Context: an optimization exercise on an open-source flow, tuned for small area and a short achievable clock period. The choices shown serve that exercise and are no tape-out recipe.
Function was checked by simulation only, so behaviour that the tests miss may differ from the original.
No driver is modelled on the clock port, so clock power and skew are understated where the tree is cut down; a real chip needs a root buffer or a tree.
Power and IR drop assume default switching activity.

### flow/design.v
`default_nettype none
package coreSvcPkg;
	typedef struct packed {
		logic [3-1:0] size;
		logic [8-1:0]  tag;
		logic [64-1:0] data;
	} returnBeat_t;
	typedef struct packed {
		logic req;
		logic ena;
		logic ack;
	} intCtrl_t;
	typedef struct packed {
		logic empty;
		logic bkpt;
	} coreState_t;
endpackage
`default_nettype wire
`timescale 1ns/1ps
`default_nettype none
module returnFifo #(
	parameter int depth = 16
) (
	input  logic                    EXTCLK,
	input  logic                    rstN,
	input  logic                    wr,
	input  coreSvcPkg::returnBeat_t wrBeat,
	input  logic                    rdNow,
	output logic [depth-1:0]        rdSel,
	output logic [depth*(3+8+64)-1:0] memFlat,
	output logic                    notEmpty,
	output logic                    notEmptyNext,
	output logic                    full,
	output logic                    fullOut
);
	localparam int beatW = 3 + 8 + 64;
	localparam int cntW = $clog2(depth) + 1;
	logic [beatW-1:0] mem [0:depth-1];
	logic [depth-1:0] wrPtr;
	logic [depth-1:0] rdPtr;
	logic [depth-1:0] wrPtrNext;
	logic [depth-1:0] rdPtrNext;
	logic [cntW-1:0]  count;
	logic [cntW-1:0]  countNext;
	logic             oneLeft;
	logic             oneLeftNext;
	logic             fullNext;
	logic             doWr;
	assign doWr = wr & ~full;
	assign wrPtrNext = doWr ? {wrPtr[depth-2:0], wrPtr[depth-1]} : wrPtr;
	assign rdPtrNext = rdNow ? {rdPtr[depth-2:0], rdPtr[depth-1]} : rdPtr;
	always_comb
	begin
		case ({doWr, rdNow})
			2'b10: countNext = count + 1'b1;
			2'b01: countNext = count - 1'b1;
			default: countNext = count;
		endcase
	end
	assign notEmptyNext = doWr | (notEmpty & ~(rdNow & oneLeft));
	assign fullNext = (full & ~rdNow) | (doWr & ~rdNow & (count == cntW'(depth - 1)));
	always_comb
	begin
		case ({doWr, rdNow})
			2'b10: oneLeftNext = ~notEmpty;
			2'b01: oneLeftNext = (count == cntW'(2));
			default: oneLeftNext = oneLeft;
		endcase
	end
	assign rdSel = rdPtr & {depth{rdNow}};
	genvar i;
	generate
		for (i = 0; i < depth; i++) begin : g_ent
			assign memFlat[i*beatW +: beatW] = mem[i];
			always_ff @(posedge EXTCLK)
			begin
				if (wrPtr[i] & ~full)
					mem[i] <= wrBeat;
			end
		end
	endgenerate
	always_ff @(posedge EXTCLK or negedge rstN)
	begin
		if (!rstN)
		begin
			wrPtr <= depth'(1);
			rdPtr <= depth'(1);
			count <= '0;
			notEmpty <= 1'b0;
			full <= 1'b0;
			oneLeft <= 1'b0;
			fullOut <= 1'b0;
		end
		else
		begin
			wrPtr <= wrPtrNext;
			rdPtr <= rdPtrNext;
			count <= countNext;
			notEmpty <= notEmptyNext;
			full <= fullNext;
			oneLeft <= oneLeftNext;
			fullOut <= (countNext == cntW'(depth));
		end
	end
endmodule
`default_nettype wire
`timescale 1ns/1ps
`default_nettype none
module returnArbiter #(
	parameter int depth = 16
) (
	input  logic                    EXTCLK,
	input  logic                    rstN,
	input  logic                    netWr,
	input  coreSvcPkg::returnBeat_t netWrBeat,
	output logic                    netFull,
	input  logic                    streamNotEmpty,
	input  logic                    streamNotEmptyNext,
	input  logic [depth-1:0]        streamSel,
	input  logic [depth*(3+8+64)-1:0] streamMem,
	output logic                    streamRd,
	input  logic                    localDrdy,
	input  coreSvcPkg::returnBeat_t localBeat,
	output logic                    localRd,
	output logic                    coreDrdy,
	output coreSvcPkg::returnBeat_t coreBeat
);
	localparam int beatW = 3 + 8 + 64;
	logic             netSel;
	logic             localBusy;
	logic             localSel;
	logic [beatW-1:0] netHead;
	logic [beatW-1:0] nextBeat;
	assign netFull = 1'b0;
	always_ff @(posedge EXTCLK or negedge rstN)
	begin
		if (!rstN)
		begin
			netSel <= 1'b0;
			streamRd <= 1'b0;
			localBusy <= 1'b0;
		end
		else
		begin
			netSel <= netWr;
			streamRd <= ~netWr & streamNotEmptyNext;
			localBusy <= netWr | streamNotEmptyNext;
		end
	end
	always_ff @(posedge EXTCLK)
		netHead <= netWrBeat;
	assign localRd = ~localBusy & localDrdy;
	assign localSel = ~netSel & ~streamNotEmpty;
	always_comb
	begin
		nextBeat = ({beatW{netSel}} & netHead) | ({beatW{localSel}} & localBeat);
		for (int i = 0; i < depth; i++)
			nextBeat = nextBeat | ({beatW{streamSel[i]}} & streamMem[i*beatW +: beatW]);
	end
	always_ff @(posedge EXTCLK or negedge rstN)
	begin
		if (!rstN)
			coreDrdy <= 1'b0;
		else
			coreDrdy <= localBusy | localDrdy;
	end
	always_ff @(posedge EXTCLK)
		coreBeat <= nextBeat;
endmodule
`default_nettype wire
`timescale 1ns/1ps
`default_nettype none
module tickGen #(
	parameter int scale = 20
) (
	input  logic EXTCLK,
	input  logic rstN,
	output logic tickPulse
);
	localparam int cntW = $clog2(scale);
	logic [cntW-1:0] cnt;
	logic            lastCycle;
	assign lastCycle = (cnt == cntW'(scale - 1));
	always_ff @(posedge EXTCLK or negedge rstN)
	begin
		if (!rstN)
		begin
			cnt <= '0;
			tickPulse <= 1'b0;
		end
		else
		begin
			cnt <= lastCycle ? '0 : cnt + 1'b1;
			tickPulse <= lastCycle;
		end
	end
endmodule
`default_nettype wire
`timescale 1ns/1ps
`default_nettype none
module intSequencer (
	input  logic                   EXTCLK,
	input  logic                   rstN,
	input  coreSvcPkg::intCtrl_t   intCtrl,
	input  coreSvcPkg::coreState_t coreState,
	output logic                   coreStop,
	output logic                   msgIntReq
);
	logic pendingReg;
	logic intPending;
	logic reqSent;
	logic fire;
	assign intPending = pendingReg & intCtrl.ena;
	assign coreStop = intPending;
	assign fire = intPending & coreState.empty & ~coreState.bkpt & ~reqSent;
	always_ff @(posedge EXTCLK or negedge rstN)
	begin
		if (!rstN)
		begin
			pendingReg <= 1'b0;
			reqSent <= 1'b0;
			msgIntReq <= 1'b0;
		end
		else
		begin
			pendingReg <= (intPending | intCtrl.req) & ~intCtrl.ack & intCtrl.ena;
			reqSent <= (reqSent | fire) & intPending;
			msgIntReq <= fire;
		end
	end
endmodule
`default_nettype wire
`timescale 1ns/1ps
`default_nettype none
module coreSvc (
	input  logic                    EXTCLK,
	input  logic                    rstN,
	input  logic                    streamWr,
	input  coreSvcPkg::returnBeat_t streamWrBeat,
	output logic                    streamFull,
	input  logic                    netWr,
	input  coreSvcPkg::returnBeat_t netWrBeat,
	output logic                    netFull,
	input  logic                    localDrdy,
	input  coreSvcPkg::returnBeat_t localBeat,
	output logic                    localRd,
	output logic                    coreDrdy,
	output coreSvcPkg::returnBeat_t coreBeat,
	output logic                    tickPulse,
	input  coreSvcPkg::intCtrl_t    intCtrl,
	input  coreSvcPkg::coreState_t  coreState,
	output logic                    coreStop,
	output logic                    msgIntReq
);
	localparam int depth = 16;
	localparam int beatW = 3 + 8 + 64;
	logic [depth-1:0]       streamSel;
	logic [depth*beatW-1:0] streamMem;
	logic                   streamNotEmpty;
	logic                   streamNotEmptyNext;
	logic                   streamRd;
	returnFifo streamFifo (.EXTCLK(EXTCLK), .rstN(rstN), .wr(streamWr), .wrBeat(streamWrBeat),
		.rdNow(streamRd), .rdSel(streamSel), .memFlat(streamMem),
		.notEmpty(streamNotEmpty), .notEmptyNext(streamNotEmptyNext), .full(), .fullOut(streamFull));
	returnArbiter arbiter (.EXTCLK(EXTCLK), .rstN(rstN),
		.netWr(netWr), .netWrBeat(netWrBeat), .netFull(netFull),
		.streamNotEmpty(streamNotEmpty), .streamNotEmptyNext(streamNotEmptyNext),
		.streamSel(streamSel), .streamMem(streamMem), .streamRd(streamRd),
		.localDrdy(localDrdy), .localBeat(localBeat), .localRd(localRd),
		.coreDrdy(coreDrdy), .coreBeat(coreBeat));
	tickGen tick (.EXTCLK(EXTCLK), .rstN(rstN), .tickPulse(tickPulse));
	intSequencer intSeq (.EXTCLK(EXTCLK), .rstN(rstN), .intCtrl(intCtrl),
		.coreState(coreState), .coreStop(coreStop), .msgIntReq(msgIntReq));
endmodule
`default_nettype wire
### flow/flow/run.sh
#!/bin/bash
# The standard layout (standard.sh, unchanged synthesis) with these changes:
#  - port buffers made from buf_2 instead of the resizer's default pick
#  - clock tree sinks clustered by 25 within 200 um, without dummy loads
#  - after CTS (post_cts.tcl): the clock root buffer is removed and the clock
#    port drives the mid-level clock buffers directly, merged to 4 of them,
#    so registers get the clock through two balanced buffer levels
cp standard.sh standard_sh.txt.log
export BUFFER_PORTS_ARGS="-buffer_cell sky130_fd_sc_hd__buf_2"
export CTS_ARGS="-sink_clustering_enable -repair_clock_nets -sink_clustering_size 25 -sink_clustering_max_diameter 200 -dont_use_dummy_load"
export POST_CTS_TCL="$(pwd)/flow/post_cts.tcl"
bash standard.sh > standard.log 2>&1
### flow/flow/flatroot.tcl
proc clk_is_buf {inst} { return [string match "sky130_fd_sc_hd__clkbuf_*" [[$inst getMaster] getName]] }
proc flatten_clock_root {max_port_pins} {
  set block [ord::get_db_block]
  set port_net [$block findNet EXTCLK]
  # root: the clock buffer on the port net
  set root ""
  foreach it [$port_net getITerms] { if {[clk_is_buf [$it getInst]]} { set root [$it getInst] } }
  if {$root eq ""} { puts "flatten_clock_root: no root"; return }
  set n0 [[$root findITerm X] getNet]
  set mids {}
  foreach it [$n0 getITerms] {
    if {[$it getInst] ne $root} { lappend mids [$it getInst] }
  }
  puts "flatten_clock_root: root [$root getName] drives [llength $mids] buffers"
  # merge mids pairwise by nearest neighbour until at most max_port_pins remain
  while {[llength $mids] > $max_port_pins} {
    set best ""; set bd 1e18
    for {set i 0} {$i < [llength $mids]} {incr i} {
      for {set j [expr $i+1]} {$j < [llength $mids]} {incr j} {
        set a [lindex $mids $i]; set b [lindex $mids $j]
        lassign [$a getLocation] ax ay; lassign [$b getLocation] bx by
        set d [expr {abs($ax-$bx)+abs($ay-$by)}]
        if {$d < $bd} { set bd $d; set best [list $i $j] }
      }
    }
    lassign $best i j
    set a [lindex $mids $i]; set b [lindex $mids $j]
    set na [[$a findITerm X] getNet]; set nb [[$b findITerm X] getNet]
    foreach it [$nb getITerms] {
      if {[$it getInst] eq $b} { continue }
      $it disconnect; $it connect $na
    }
    # move the kept buffer halfway towards the merged one
    lassign [$a getLocation] ax ay; lassign [$b getLocation] bx by
    $a setLocation [expr {($ax+$bx)/2}] [expr {($ay+$by)/2}]
    [$b findITerm A] disconnect; [$b findITerm X] disconnect
    odb::dbInst_destroy $b; odb::dbNet_destroy $nb
    set mids [lreplace $mids $j $j]
  }
  foreach m $mids { set it [$m findITerm A]; $it disconnect; $it connect $port_net }
  [$root findITerm A] disconnect; [$root findITerm X] disconnect
  odb::dbInst_destroy $root; odb::dbNet_destroy $n0
  puts "flatten_clock_root: port now drives [llength $mids] clock buffers"
}
### flow/flow/post_cts.tcl
# Runs at the end of ORFS's cts.tcl (POST_CTS_TCL hook).
source [file join [file dirname [info script]] flatroot.tcl]
flatten_clock_root 4
detailed_placement
check_placement -verbose
estimate_parasitics -placement
report_clock_latency
### flow/standard.sh
#!/bin/bash
# synth_recipe.tcl (not shown) runs the flow's synth.tcl, then flattens the netlist and writes it again
# the make line also repeats each setting of config.mk as NAME=value (left out here)
make -C /OpenROAD-flow-scripts/flow DESIGN_CONFIG=/design/flow/config.mk WORK_HOME=/design/flow/orfs CLKGATE_MAP_FILE= SYNTH_SCRIPT=/design/flow/synth_recipe.tcl "${@:-finish}"
### flow/config.mk
export PLATFORM = sky130hd
export DESIGN_NAME = coreSvc
export DESIGN_NICKNAME = coreSvc
export VERILOG_FILES = /design/flow/design.v
export SDC_FILE = /design/flow/constraint.sdc
export NUM_CORES = 4
export LEC_CHECK = 0
export CAP_MARGIN = 20
export CORE_MARGIN = 2
export CORE_UTILIZATION = 60
export SETUP_SLACK_MARGIN = 1.9
export SLEW_MARGIN = 20
### flow/constraint.sdc
create_clock -name core_clock -period 4.0 [get_ports {EXTCLK}]
set_input_delay 0.8000 -clock core_clock [delete_from_list [all_inputs] [get_ports {EXTCLK}]]
set_output_delay 0.8000 -clock core_clock [all_outputs]
set_load 0.01 [all_outputs]
==> implementation parameters <==
Parameter                              Value

Worst setup path
  Type of element launching the critical path ... flip-flop
  Reg2reg setup slack ... 1.90 ns
  Critical Path AT ... 2.44 ns
  Type of destination of the critical path ... flip-flop
  Worst setup path category ... flip-flop to flip-flop
  Crit-path max FO ... 26
  Crit path required time ... 4.33 ns

Floorplan
  Floorplan die height ... 290 um
  Standard cell core area ... 80800 um^2
  Io pins ... 317
  Starting Density ... 0.607
  Die width ... 290 um
  Total Die Area ... 84100 um^2
  Number of placement rows ... 104

Logic synthesis
  Average footprint of a synthesized cell ... 19.1 um^2
  Number of distinct library cells after synthesis ... 49
  Post-synthesis xor/xnor area fraction ... 0.000714
  Post-synthesis sequential area ratio ... 0.823
  Synth Area in Simple Gates ... 0.0223
  Adder-cell share of the synthesized area ... 0.00194
  Number of flops mapped to enable cells by yosys ... 1200
  Post-synthesis compound-gate area fraction ... 0.132
  Synthesis Warnings ... 5
  Dominant synthesized flop cell ... sky130_fd_sc_hd__edfxtp_1
  Fraction of synthesized area in multiplexers ... 0.00176
  Share of synthesized registers carrying an async set or reset ... 0.0385
  Area of the mapped netlist ... 49100 um^2
  Net count after synthesis ... 2817
  Combinational family with the most area after synthesis ... compound AO/OA/AOI/OAI gates
  Yosys reg bits ... 1404
  Number of instances in the synthesized netlist ... 2575

Power and ir drop
  Power per cell area ... 438 nW/um^2
  Leak Pwr ... 17.4 nW
  Overall power after layout ... 23.7 mW
  IR drop worst, VDD ... 468 uV

Route
  Number of nets with antenna violations after detailed routing ... 0
  DRT Wirelength ... 130000 um
  Routed vias ... 27400
  First DRT Iteration DRCs ... 2972
  DRT Pass-1 Iters ... 8
  Via density per instance ... 6.96
  Residual DRC count ... 0
  Routed length per placed instance ... 33.0 um

Outcome
  Run status ... finished clean

Global route
  Wire length of the first global-routing pass ... 185000 um
  Via count of the first global-routing pass ... 27100
  Total congestion overflow after global routing ... 0
  Antenna violations before repair ... 8
  Aggregate global-route resource usage ... 0.303
  Pin count of the biggest net entering global routing ... 76

Place
  Routability cong. ... 0.790
  Half-perimeter wire length after detailed placement ... 66800 um
  Number of cells after detailed placement ... 3853
  Buffers added on ports ... 315

Finish
  Fill cells ... 5412
  Synth-to-Final Area Change ... 10.2%
  Final standard cell count with taps included and fillers excluded ... 3934
  Fraction of final layout cells with drive strength greater than 1 ... 0.195
  Final-stage net count ... 3116

Timing
  Ratio of final minimum period to clock period ... 0.526
  Pins over their slew limit ... 0
  Normalized max-slew margin ... 0.281
  Hold violation total from the final report ... 0
  Transition time of the tightest slew-check pin ... 1.08 ns
  # setup viols final ... 0
  Setup TNS Final ... 0 ns
  Unrepaired setup endpoints after global routing ... yes
  Fmax ... 0.475 GHz
  Final period demand of the worst path ... 2.10 ns
  Setup Skew ... 0.0618 ns

Clock tree
  Count of clock tree sinks ... 1404
  Source-to-sink clock delay at the later pin of the worst-skew pair ... 0.50 ns
  Clock input transition at the sequential cells of the worst setup and hold paths ... 0.10 ns

Job
  Number of maximum-capacitance constraint violations ... 0

Hold path
  Worst min path class ... input port to async pin
==> registers in the layout (all words and copies together) (netlist names), 5 cells and up <==
signal / flops
arbiter.coreBeat: 75
arbiter.netHead: 75
streamFifo.count: 5
streamFifo.mem: 1200
streamFifo.rdPtr: 16
streamFifo.wrPtr: 16
tick.cnt: 5
==> worst paths after layout <==
kind	to	cells after the start	from
setup / recovery	arbiter.coreBeat[20]	5	streamFifo.rdPtr[13]
hold / removal	tick.cnt[3]	1	rstN
setup reg to reg	arbiter.coreBeat[20]	5	streamFifo.rdPtr[13]
hold reg to reg	intSeq.msgIntReq	1	intSeq.reqSent
max in group asynchronous	streamFifo.rdPtr[0]	2	rstN
min in group core_clock	arbiter.netHead[70]	1	netWrBeat[70]
==> worst max-delay path: stages, from the launching register on <==
cell,delay [ns]
sky130_fd_sc_hd__dfrtp_2,0.58
sky130_fd_sc_hd__buf_4,0.35
sky130_fd_sc_hd__a22o_1,0.27
sky130_fd_sc_hd__a221oi_1,0.29
sky130_fd_sc_hd__a31oi_1,0.19
sky130_fd_sc_hd__nand4b_1,0.20
==> synthesized netlist by cell type (2+ instances only) <==
| library cell | number | area (um^2) |
|---|---|---|
| sky130_fd_sc_hd__nor4b_1 | 3 | 26.3 |
| sky130_fd_sc_hd__xnor2_1 | 3 | 26.3 |
| sky130_fd_sc_hd__a31oi_1 | 18 | 113 |
| sky130_fd_sc_hd__inv_2 | 3 | 11.3 |
| sky130_fd_sc_hd__clkbuf_1 | 72 | 270 |
| sky130_fd_sc_hd__nor2_1 | 8 | 30.0 |
| sky130_fd_sc_hd__a22o_1 | 166 | 1450 |
| sky130_fd_sc_hd__dfstp_2 | 2 | 52.6 |
| sky130_fd_sc_hd__dfrtp_1 | 52 | 1300 |
| sky130_fd_sc_hd__nor2b_1 | 18 | 113 |
| sky130_fd_sc_hd__nor3_1 | 3 | 15.0 |
| sky130_fd_sc_hd__nor3b_1 | 3 | 22.5 |
| sky130_fd_sc_hd__edfxtp_1 | 1200 | 36000 |
| sky130_fd_sc_hd__nand4_1 | 55 | 344 |
| sky130_fd_sc_hd__nand2b_1 | 2 | 12.5 |
| sky130_fd_sc_hd__mux2i_1 | 3 | 30.0 |
| sky130_fd_sc_hd__ha_1 | 6 | 75.1 |
| sky130_fd_sc_hd__buf_2 | 70 | 350 |
| sky130_fd_sc_hd__a41o_1 | 57 | 571 |
| sky130_fd_sc_hd__inv_1 | 7 | 26.3 |
| sky130_fd_sc_hd__dfxtp_1 | 150 | 3000 |
| sky130_fd_sc_hd__a221oi_1 | 144 | 1260 |
| sky130_fd_sc_hd__a22oi_1 | 345 | 2590 |
| sky130_fd_sc_hd__buf_1 | 17 | 63.8 |
| sky130_fd_sc_hd__or3_1 | 2 | 12.5 |
| sky130_fd_sc_hd__nand2_1 | 55 | 206 |
| sky130_fd_sc_hd__buf_6 | 12 | 135 |
| sky130_fd_sc_hd__and2_1 | 11 | 68.8 |
| sky130_fd_sc_hd__a21o_1 | 12 | 90.1 |
| sky130_fd_sc_hd__o22ai_1 | 2 | 12.5 |
| sky130_fd_sc_hd__a221oi_2 | 21 | 315 |
| sky130_fd_sc_hd__mux2_2 | 5 | 56.3 |
| sky130_fd_sc_hd__o21ai_0 | 3 | 15.0 |
| sky130_fd_sc_hd__and3_1 | 3 | 18.8 |
| sky130_fd_sc_hd__or2_2 | 2 | 12.5 |
| sky130_fd_sc_hd__nand3_1 | 6 | 30.0 |
| sky130_fd_sc_hd__a211oi_1 | 3 | 22.5 |
| sky130_fd_sc_hd__a21oi_1 | 3 | 15.0 |
| sky130_fd_sc_hd__nand4b_1 | 18 | 158 |
==> area by class of cell <==
| class | instances | area [um^2] | area share |
|---|---|---|---|
| flip-flops and latches | 1404 | 40400 | 0.748 |
| inverters | 10 | 41.3 | 0.000764 |
| clock buffers | 61 | 1530 | 0.0282 |
| multi-input cells | 990 | 8020 | 0.148 |
| repair buffers | 407 | 2700 | 0.0499 |
| well taps | 1060 | 1330 | 0.0245 |
| diodes | 2 | 5.00 | 0.0000926 |
==> per-layer routing <==
metal	global-route usage	wire, um	part of all wire
met3	0.0534	12000	0.092
met4	0.0694	3160	0.024
met5	0	60	0.00046
met2	0.495	62800	0.48
met1	0.434	51900	0.40
==> power by group <==
| part | internal, mW | switching [mW] |
|---|---|---|
| Clock | 2.72 | 4.06 |
| Sequential | 16.0 | 0.0876 |
| Combinational | 0.293 | 0.523 |
==> kinds of logic (layout without fill, tap and decap cells) <==
logic type | count (synthesis) | after routing
DFF | 1404 | 1404
xor gates and xnor gates | 4 | 4
adders and majority gates | 7 | 7
AOI/OAI and AO/OA | 776 | 776
and+or+nand+nor | 192 | 194
buffers and inverters | 183 | 478
other | 1 | 3
muxes | 8 | 8
==> per-stage QoR <==
step                      setup slack [ns]  hold slack (ns)   util  instance area [um^2]
final                                 1.90            0.374  0.669                 54000
after floorplan                       1.09            0.411      -                 49200
after global routing                  1.88            0.377  0.669                 54000
after global placement                1.29            0.418  0.645                 52100
after detailed placement              1.26            0.436  0.645                 52100
==> placed cells by master (no fill, tap or decap), drive strengths merged, types with 6 or more instances in the layout <==
cell,synthesis,layout
nand4,55,55
edfxtp,1200,1200
clkbuf,72,63
dfrtp,52,52
ha,6,6
nand4b,18,18
inv,10,9
nor2,8,8
a22o,166,166
nor2b,18,18
a31oi,18,18
a22oi,345,345
buf,101,405
nand2,55,55
nand3,6,6
a21o,12,12
dfxtp,150,150
and2,12,14
a41o,57,57
a221oi,165,165

[separate check: timing with driven ports]
The flow's constraints put no driver on any port. The routed layout listed below was extracted and timed again, unchanged, in two steps. Step 1, drivers: a clkbuf_16 drives EXTCLK and a buf_2 each remaining input, both assumed. Step 2 also shifts input and output timing later by t, the mid clock arrival at the registers, as if the neighbouring blocks saw the same clock. a / b / c = ideal / step 1 / step 2; a / b = the first two.
t (ns): 0.614
setup WS [ns]: 1.896 / 1.896 / 1.460
latest minus earliest clock arrival (ns): 0.063 / 0.064
worst data-port slew with drivers (ns): 0.14
cell pins on the clock port's net: 4
After both steps this run still meets setup and hold. For this run, drivers alone change the setup slack by 0.000 ns; drivers and shift together by -0.436 ns.
